This is an optimization exercise on Yosys and OpenROAD, whose aim is small area, a short achievable clock period and few clock cycles per item, not a production implementation.
The RTL was checked by simulation tests, not by an equivalence proof against the original design.
Power figures rest on the tool's default switching activity, not on a simulated workload.

## classifier
module classifier
(
   input  logic        clk,
   input  logic        local_rst,
   output logic        addr_valid,
   input  logic        addr_ready,
   output logic [20:0] addr,
   input  logic        din_valid,
   output logic        din_ready,
   input  logic [41:0] din,
   input  logic        stddev_valid,
   output logic        stddev_ready,
   input  logic [15:0] stddev,
   output logic        result_valid,
   input  logic        result_ready,
   output logic        result
);
Size: about 570 cells after synthesis, ~90 I/O pins.
Settings: LEC_CHECK=0, ABC_AREA=1, CAP_MARGIN=20, CORE_MARGIN=2, CORE_UTILIZATION=40, CTS_BUF_LIST=sky130_fd_sc_hd__clkbuf_8, SETUP_SLACK_MARGIN=5, SLEW_MARGIN=20, SYNTH_HIERARCHICAL=1; clock period 9.0 ns.
standard.sh (not shown) runs the stock make flow with config.mk's settings and CLKGATE_MAP_FILE= SYNTH_SCRIPT=/design/flow/synth_recipe.tcl, a recipe that flattens the netlist after the stock synthesis.
==> flow/flow/run.sh <==
#!/bin/bash
# Standard layout, with the smallest buffer on the ports.
set -euo pipefail
export BUFFER_PORTS_ARGS="-buffer_cell sky130_fd_sc_hd__buf_1"
bash standard.sh finish > standard_finish.log 2>&1
Testbench counts at the start, summed over its fixed seeds: cycles 82,658, windows 4,800.
Next try:
--- a/flow/flow/run.sh
+++ b/flow/flow/run.sh
@@ -2 +2,2 @@
-# Standard layout, with the smallest buffer on the ports.
+# Standard layout, with the smallest buffer on the ports and a repair that aims
+# at 5.4 ns of setup slack.
@@ -4,0 +6 @@
+export SETUP_SLACK_MARGIN=5.4
Settings changed: CTS_BUF_LIST sky130_fd_sc_hd__clkbuf_8 to default, SETUP_SLACK_MARGIN 5 to default.
Via count rose by 4.2%.
Non-clock buffer count climbs by 20.
Clock power goes up by 50%.
Setup slack gets better by 0.11 ns.
Cell count increases by about 2.4%.
Next try:
==> flow/flow/run.sh (replaced) <==
#!/bin/bash
# Standard layout, with the smallest buffer on the ports.
set -euo pipefail
export BUFFER_PORTS_ARGS="-buffer_cell sky130_fd_sc_hd__buf_1"
bash standard.sh finish > standard_finish.log 2>&1
Settings changed: SETUP_SLACK_MARGIN from default to 5.
Result: The changed run finished with timing, DRC and antenna clean. Worst setup slack is worse by 0.11 ns. Clock-buffer cell count grows by 2. Critical path depth grows by 2. Non-clock buffer count shrinks by 20. Flip-flop and latch count does not change. Clock power shrinks by a few percent. Register-to-register slack is worse by 0.43 ns. Utilization shrinks by 3.3 points. Cell area shrinks by a few percent.
Next try:
Settings changed: SETUP_SLACK_MARGIN 5 to 4.8.
Cell area came out lower by 0.30%.
Clock power is about the same.
Utilization came out lower by 0.14 points.
Maximum frequency came out lower by 1.2%.
Global-route usage came out lower by 0.20 points.
Hold slack barely changes.
Wire length is about the same.
Clock-buffer cell count does not change.
Final cell count is unchanged.
Power stays flat.

========
Setup of red:
classifier, a different RTL version from the one above (not shown whole).
Size: roughly 560 cells after synthesis, ~90 I/O pins.
==> flow/config.mk <==
export PLATFORM = sky130hd
export DESIGN_NAME = classifier
export DESIGN_NICKNAME = classifier
export VERILOG_FILES = /design/flow/design.v
export SDC_FILE = /design/flow/constraint.sdc
export NUM_CORES = 4
export LEC_CHECK = 0
export ABC_AREA = 1
export CAP_MARGIN = 20
export CORE_MARGIN = 2
export CORE_UTILIZATION = 40
export CTS_BUF_LIST = sky130_fd_sc_hd__clkbuf_8
export SETUP_SLACK_MARGIN = 5
export SLEW_MARGIN = 20
export SYNTH_HIERARCHICAL = 1
==> flow/constraint.sdc <==
create_clock -name core_clock -period 9.0 [get_ports {clk}]
set_input_delay 1.8000 -clock core_clock [delete_from_list [all_inputs] [get_ports {clk}]]
set_output_delay 1.8000 -clock core_clock [all_outputs]
set_load 0.01 [all_outputs]
==> flow/flow/run.sh <==
#!/bin/bash
# Standard layout, with the smallest buffer on the ports.
set -euo pipefail
export BUFFER_PORTS_ARGS="-buffer_cell sky130_fd_sc_hd__buf_1"
bash standard.sh finish > standard_finish.log 2>&1
Testbench counts of red, summed over its fixed seeds: cycles 82,658, windows 4,800.
The following lists how blue was set up differently from red:
Settings: CTS_BUF_LIST: sky130_fd_sc_hd__clkbuf_8 -> unset.
### Flow results
blue finished every stage and its layout cleared the timing, design-rule and antenna checks. red ended up with cr_[3] as its timing startpoint of the critical path; blue ended up with fd[0]. Re latest clock arrival within the worst-skew pair: red was higher than blue. Comparing blue and red, synthesis-to-layout area growth is higher on blue. On blue: total power is 7.1% higher than what red gave. Critical path depth: blue vs red down 4.
#### Input delta (green over blue)
Settings: CTS_CLUSTER_SIZE now 30, previously not set.
Between blue and green, the source-to-sink clock delay at the later pin of the worst-skew pair does not differ in any meaningful way.
Number of clock-tree buffers in the layout came out exactly the same in green and blue.
Diff green..blue | H-tree depth | unchanged
Diff blue -> green: wire length ~0 delta; cell area ~0 delta.
As far as area of the die goes, blue and green are indistinguishable; the numbers are identical.

========
Setup of branch harbor:
The RTL this note starts from:
==> flow/design.v <==
`timescale 1ns/100ps
module classifier
(
   input  logic        clk,
   input  logic        local_rst,
   output logic        addr_valid,
   input  logic        addr_ready,
   output logic [20:0] addr,
   input  logic        din_valid,
   output logic        din_ready,
   input  logic [41:0] din,
   input  logic        stddev_valid,
   output logic        stddev_ready,
   input  logic [15:0] stddev,
   output logic        result_valid,
   input  logic        result_ready,
   output logic        result
);
   logic [5:0]  ic;
   logic [2:0]  fd;
   logic [3:0]  cr;
   logic        dall;
   logic [19:0] s;
   logic [19:0] c;
   logic        xa;
   logic        xb;
   logic        sd_seen;
   logic        clear;
   logic        x_new;
   logic        pass0;
   logic        pass1;
   logic        pass2;
   logic        at8;
   logic        at20;
   logic        at32;
   logic        ic_stop;
   localparam logic [31:0] ADDR_B0 = 32'h00000000;
   localparam logic [31:0] ADDR_B1 = 32'h00000000;
   localparam logic [31:0] ADDR_B2 = 32'h00060000;
   localparam logic [31:0] ADDR_B3 = 32'h00070000;
   localparam logic [31:0] ADDR_B4 = 32'h00080000;
   localparam logic [31:0] ADDR_B5 = 32'h00030000;
   localparam logic [31:0] ADDR_B6 = 32'h000c0000;
   localparam logic [31:0] ADDR_B7 = 32'h00000000;
   localparam logic [31:0] ADDR_B8 = 32'hac905300;
   localparam logic [31:0] ADDR_B9 = 32'hff16acac;
   localparam logic [31:0] ADDR_B10 = 32'hca18caca;
   localparam logic [31:0] ADDR_B11 = 32'h0cd00300;
   localparam logic [31:0] ADDR_B12 = 32'h0fec0c0c;
   localparam logic [31:0] ADDR_B13 = 32'hc000c0c0;
   localparam logic [31:0] ADDR_B14 = 32'h00000000;
   localparam logic [31:0] ADDR_B15 = 32'h0000ac00;
   localparam logic [31:0] ADDR_B16 = 32'h5390ac00;
   localparam logic [31:0] ADDR_B17 = 32'h66e6ca66;
   localparam logic [31:0] ADDR_B18 = 32'h88f80c88;
   localparam logic [31:0] ADDR_B19 = 32'h03c00c00;
   localparam logic [31:0] ADDR_B20 = 32'hcc0cc0cc;
   assign addr[0] = ADDR_B0[ic[4:0]];
   assign addr[1] = ADDR_B1[ic[4:0]];
   assign addr[2] = ADDR_B2[ic[4:0]];
   assign addr[3] = ADDR_B3[ic[4:0]];
   assign addr[4] = ADDR_B4[ic[4:0]];
   assign addr[5] = ADDR_B5[ic[4:0]];
   assign addr[6] = ADDR_B6[ic[4:0]];
   assign addr[7] = ADDR_B7[ic[4:0]];
   assign addr[8] = ADDR_B8[ic[4:0]];
   assign addr[9] = ADDR_B9[ic[4:0]];
   assign addr[10] = ADDR_B10[ic[4:0]];
   assign addr[11] = ADDR_B11[ic[4:0]];
   assign addr[12] = ADDR_B12[ic[4:0]];
   assign addr[13] = ADDR_B13[ic[4:0]];
   assign addr[14] = ADDR_B14[ic[4:0]];
   assign addr[15] = ADDR_B15[ic[4:0]];
   assign addr[16] = ADDR_B16[ic[4:0]];
   assign addr[17] = ADDR_B17[ic[4:0]];
   assign addr[18] = ADDR_B18[ic[4:0]];
   assign addr[19] = ADDR_B19[ic[4:0]];
   assign addr[20] = ADDR_B20[ic[4:0]];
   logic [18:0] g;
   logic [18:0] t;
   logic        pg0_0;
   logic        pg0_1;
   logic        pg0_2;
   logic        pg0_3;
   logic        pg0_4;
   logic        pg0_5;
   logic        pg0_6;
   logic        pg0_7;
   logic        pg0_8;
   logic        pg1_0;
   logic        pg1_1;
   logic        pg1_2;
   logic        pg1_3;
   logic        pg1_4;
   logic        pg2_0;
   logic        pg2_1;
   logic        pg3_0;
   logic        pg4_0;
   logic        pt0_0;
   logic        pt0_1;
   logic        pt0_2;
   logic        pt0_3;
   logic        pt0_4;
   logic        pt0_5;
   logic        pt0_6;
   logic        pt0_7;
   logic        pt0_8;
   logic        pt1_0;
   logic        pt1_1;
   logic        pt1_2;
   logic        pt1_3;
   logic        pt1_4;
   logic        pt2_0;
   logic        pt2_1;
   logic        pt3_0;
   assign g = s[18:0] & c[18:0];
   assign t = s[18:0] | c[18:0];
   assign pg0_0 = g[1] | (t[1] & g[0]);
   assign pt0_0 = t[1] & t[0];
   assign pg0_1 = g[3] | (t[3] & g[2]);
   assign pt0_1 = t[3] & t[2];
   assign pg0_2 = g[5] | (t[5] & g[4]);
   assign pt0_2 = t[5] & t[4];
   assign pg0_3 = g[7] | (t[7] & g[6]);
   assign pt0_3 = t[7] & t[6];
   assign pg0_4 = g[9] | (t[9] & g[8]);
   assign pt0_4 = t[9] & t[8];
   assign pg0_5 = g[11] | (t[11] & g[10]);
   assign pt0_5 = t[11] & t[10];
   assign pg0_6 = g[13] | (t[13] & g[12]);
   assign pt0_6 = t[13] & t[12];
   assign pg0_7 = g[15] | (t[15] & g[14]);
   assign pt0_7 = t[15] & t[14];
   assign pg0_8 = g[17] | (t[17] & g[16]);
   assign pt0_8 = t[17] & t[16];
   assign pg1_0 = pg0_1 | (pt0_1 & pg0_0);
   assign pt1_0 = pt0_1 & pt0_0;
   assign pg1_1 = pg0_3 | (pt0_3 & pg0_2);
   assign pt1_1 = pt0_3 & pt0_2;
   assign pg1_2 = pg0_5 | (pt0_5 & pg0_4);
   assign pt1_2 = pt0_5 & pt0_4;
   assign pg1_3 = pg0_7 | (pt0_7 & pg0_6);
   assign pt1_3 = pt0_7 & pt0_6;
   assign pg1_4 = g[18] | (t[18] & pg0_8);
   assign pt1_4 = t[18] & pt0_8;
   assign pg2_0 = pg1_1 | (pt1_1 & pg1_0);
   assign pt2_0 = pt1_1 & pt1_0;
   assign pg2_1 = pg1_3 | (pt1_3 & pg1_2);
   assign pt2_1 = pt1_3 & pt1_2;
   assign pg3_0 = pg2_1 | (pt2_1 & pg2_0);
   assign pt3_0 = pt2_1 & pt2_0;
   assign pg4_0 = pg1_4 | (pt1_4 & pg3_0);
   assign x_new = ~(s[19] ^ c[19] ^ pg4_0);
   assign pass0 = xb | x_new;                                            
   assign pass1 = (xb & ~(xa & x_new)) | ~(xa | xb | x_new);             
   assign pass2 = x_new | (xa & ~xb);                                    
   assign at8  = (ic == 6'd8)  & (fd == 3'd2) & cr[0];
   assign at20 = (ic == 6'd20) & (fd == 3'd5) & cr[0];
   assign at32 = dall;
   assign ic_stop    = (ic == 6'd8) | (ic == 6'd20) | ic[5];
   assign addr_valid = ~ic_stop | (at8 & pass0) | (at20 & pass1);
   assign result_valid = (at8 & ~pass0) | (at20 & ~pass1) | at32;
   assign result       = at32 & pass2;
   assign stddev_ready = result_valid;
   assign din_ready    = sd_seen;
   assign clear        = result_valid & result_ready;
   logic [2:0]  f;
   logic        cn0;
   logic        first;
   logic [13:0] d0;
   logic [13:0] d1;
   logic [13:0] d2;
   logic [19:0] b0;
   logic [19:0] b1;
   logic [19:0] b2;
   logic [19:0] a0;
   logic [19:0] a1;
   logic [1:0]  kc;
   logic        k0;
   logic        sel0_4;
   logic        sel0_2;
   logic        sel1_1;
   logic        sel1_2;
   logic        pol0;
   logic        pol1;
   logic        k1;
   logic [19:0] s1;
   logic [19:0] c1;
   logic [19:0] s2;
   logic [19:0] c2;
   logic [19:0] s_next;
   logic [19:0] c_next;
   assign f     = fd;
   assign first = cr[0];
   assign cn0   = cr[1] | cr[3];
   assign d0    = din[41:28];
   assign d1    = din[27:14];
   assign d2    = din[13:0];
   assign b0 = {6'd0, ~d0};
   assign b1 = {5'd0, d1, 1'b0};
   always_comb begin
      case (f)
         3'd2, 3'd3, 3'd5: b2 = {6'd0, d1};
         3'd4:             b2 = {5'd0, d2, 1'b0};
         default:          b2 = '0;
      endcase
      sel0_4 = first & (f == 3'd0 || f == 3'd3 || f == 3'd7);
      sel0_2 = first & (f == 3'd1 || f == 3'd2 || f == 3'd4 || f == 3'd5);
      sel1_1 = first & (f == 3'd1 || f == 3'd3 || f == 3'd5 || f == 3'd6);
      sel1_2 = first & (f == 3'd7);
      pol0   = first ? (f != 3'd2 && f != 3'd5 && f != 3'd6) : cn0;
      pol1   = first ? (f == 3'd1 || f == 3'd3 || f == 3'd6 || f == 3'd7) : cn0;
      a0 = (({20{sel0_4}} & {2'd0, stddev, 2'd0}) | ({20{sel0_2}} & {3'd0, stddev, 1'd0})
            | ({20{~first}} & s)) ^ {20{pol0}};
      a1 = (({20{sel1_1}} & {4'd0, stddev}) | ({20{sel1_2}} & {3'd0, stddev, 1'd0})
            | ({20{~first}} & c)) ^ {20{pol1}};
      case (f)
         3'd1, 3'd3, 3'd7: kc = 2'd2;
         3'd0, 3'd4, 3'd6: kc = 2'd1;
         default:          kc = 2'd0;
      endcase
   end
   assign k0 = first ? (kc != 2'd0) : cn0;
   assign k1 = first & kc[1];
   assign s1 = b0 ^ b1 ^ b2;
   assign c1 = {((b0[18:0] & b1[18:0]) | (b0[18:0] & b2[18:0]) | (b1[18:0] & b2[18:0])), k0};
   assign s2 = a0 ^ a1 ^ s1;
   assign c2 = {((a0[18:0] & a1[18:0]) | (a0[18:0] & s1[18:0]) | (a1[18:0] & s1[18:0])), k1};
   assign s_next = s2 ^ c2 ^ c1;
   assign c_next = {((s2[18:0] & c2[18:0]) | (s2[18:0] & c1[18:0]) | (c2[18:0] & c1[18:0])), 1'b0};
   always_ff @(posedge clk) begin
      if (local_rst || clear) begin
         ic      <= '0;
         fd      <= '0;
         cr      <= 4'b0001;
         dall    <= 1'b0;
         sd_seen <= 1'b0;
      end else begin
         if (stddev_valid) begin
            sd_seen <= 1'b1;
         end
         if (addr_valid && addr_ready) begin
            ic <= ic + 6'd1;
         end
         if (din_valid && din_ready) begin
            cr <= {cr[2:0], cr[3]};
            if (cr[3]) begin
               fd <= fd + 3'd1;
               if (fd == 3'd7) begin
                  dall <= 1'b1;
               end
            end
         end
      end
   end
   always_ff @(posedge clk) begin
      if (din_valid && din_ready) begin
         s <= s_next;
         c <= c_next;
         if (first) begin
            xa <= xb;
            xb <= x_new;
         end
      end
   end
endmodule
clock: 9.0 ns
lec_check: 0
abc_area: 1
cap_margin: 20
core_margin: 2
core_utilization: 40
slew_margin: 20
Scripts as last shown in full above: flow/flow/run.sh
Testbench counts of branch harbor, summed over its fixed seeds: cycles 82,658, windows 4,800.
Inputs modified between branch harbor and branch umber:
- setting SETUP_SLACK_MARGIN to 5 for the first time
- changing CORE_UTILIZATION from 40 to 60
Results
Across branch harbor and branch umber, none had a timing, DRC or antenna violation.
Sort branch harbor and branch umber by maximum frequency desc -> top: branch umber
Relative to branch harbor, combined global-route utilization of all metal layers increased by 9.1 points in branch umber.
Changes observed in branch umber relative to branch harbor: worst setup slack shows an increase of 0.24 ns, static power due to leakage shows an increase of about 1.1%.
Compared with branch harbor, branch umber shows inverter count that has gone up slightly.
The detail-routed via count per cell of branch umber is higher than that of branch harbor.
Delta (branch umber minus branch harbor): area of the core shrank by about 32%; wire length grew by 2.3%.
Count of cells resized by post-cts repair in branch umber is 6 above branch harbor.

## afterwards: timing with drivers on the ports
The flow's constraints put no driver on any port. The routed layouts listed below were extracted and timed again, unchanged, in two steps. Step 1 assumes that a clkbuf_16 drives the clock port and a buf_2 every other input. Step 2 also shifts input and output timing later by t, the mid clock arrival at the registers, as if the neighbouring blocks saw the same clock. a / b / c = ideal / step 1 / step 2; a / b = the first two.
run | shift t [ns] | slack for setup (ns) | hold slack, ns | slew at the worst register clock pin (ns) | cell pins on the clock port's net
the first run of note 1 | 0.349 | 5.135 / 5.100 / 5.110 | 0.473 / 0.473 / 0.473 | 0.11 / 0.11 | 1
the second run of note 1 | 0.344 | 5.248 / 5.208 / 5.122 | 0.459 / 0.459 / 0.459 | 0.08 / 0.08 | 1
the third run of note 1 | 0.335 | 5.141 / 5.102 / 5.095 | 0.468 / 0.468 / 0.468 | 0.07 / 0.07 | 1
the fourth run of note 1 | 0.336 | 5.095 / 5.056 / 5.090 | 0.468 / 0.468 / 0.468 | 0.08 / 0.08 | 1
red | 0.345 | 5.109 / 5.079 / 5.137 | 0.466 / 0.466 / 0.466 | 0.11 / 0.11 | 1
blue | 0.330 | 5.211 / 5.177 / 5.118 | 0.458 / 0.458 / 0.458 | 0.07 / 0.07 | 1
green | 0.330 | 5.211 / 5.177 / 5.118 | 0.458 / 0.458 / 0.458 | 0.07 / 0.07 | 1
branch harbor | 0.335 | 4.806 / 4.768 / 5.035 | 0.470 / 0.470 / 0.470 | 0.08 / 0.08 | 1
branch umber | 0.349 | 5.050 / 5.017 / 5.081 | 0.471 / 0.471 / 0.471 | 0.11 / 0.11 | 1
After both steps every run listed still meets setup and hold. For the second run of note 1, which loses most, drivers alone change the setup slack by -0.040 ns; drivers and shift together by -0.126 ns.
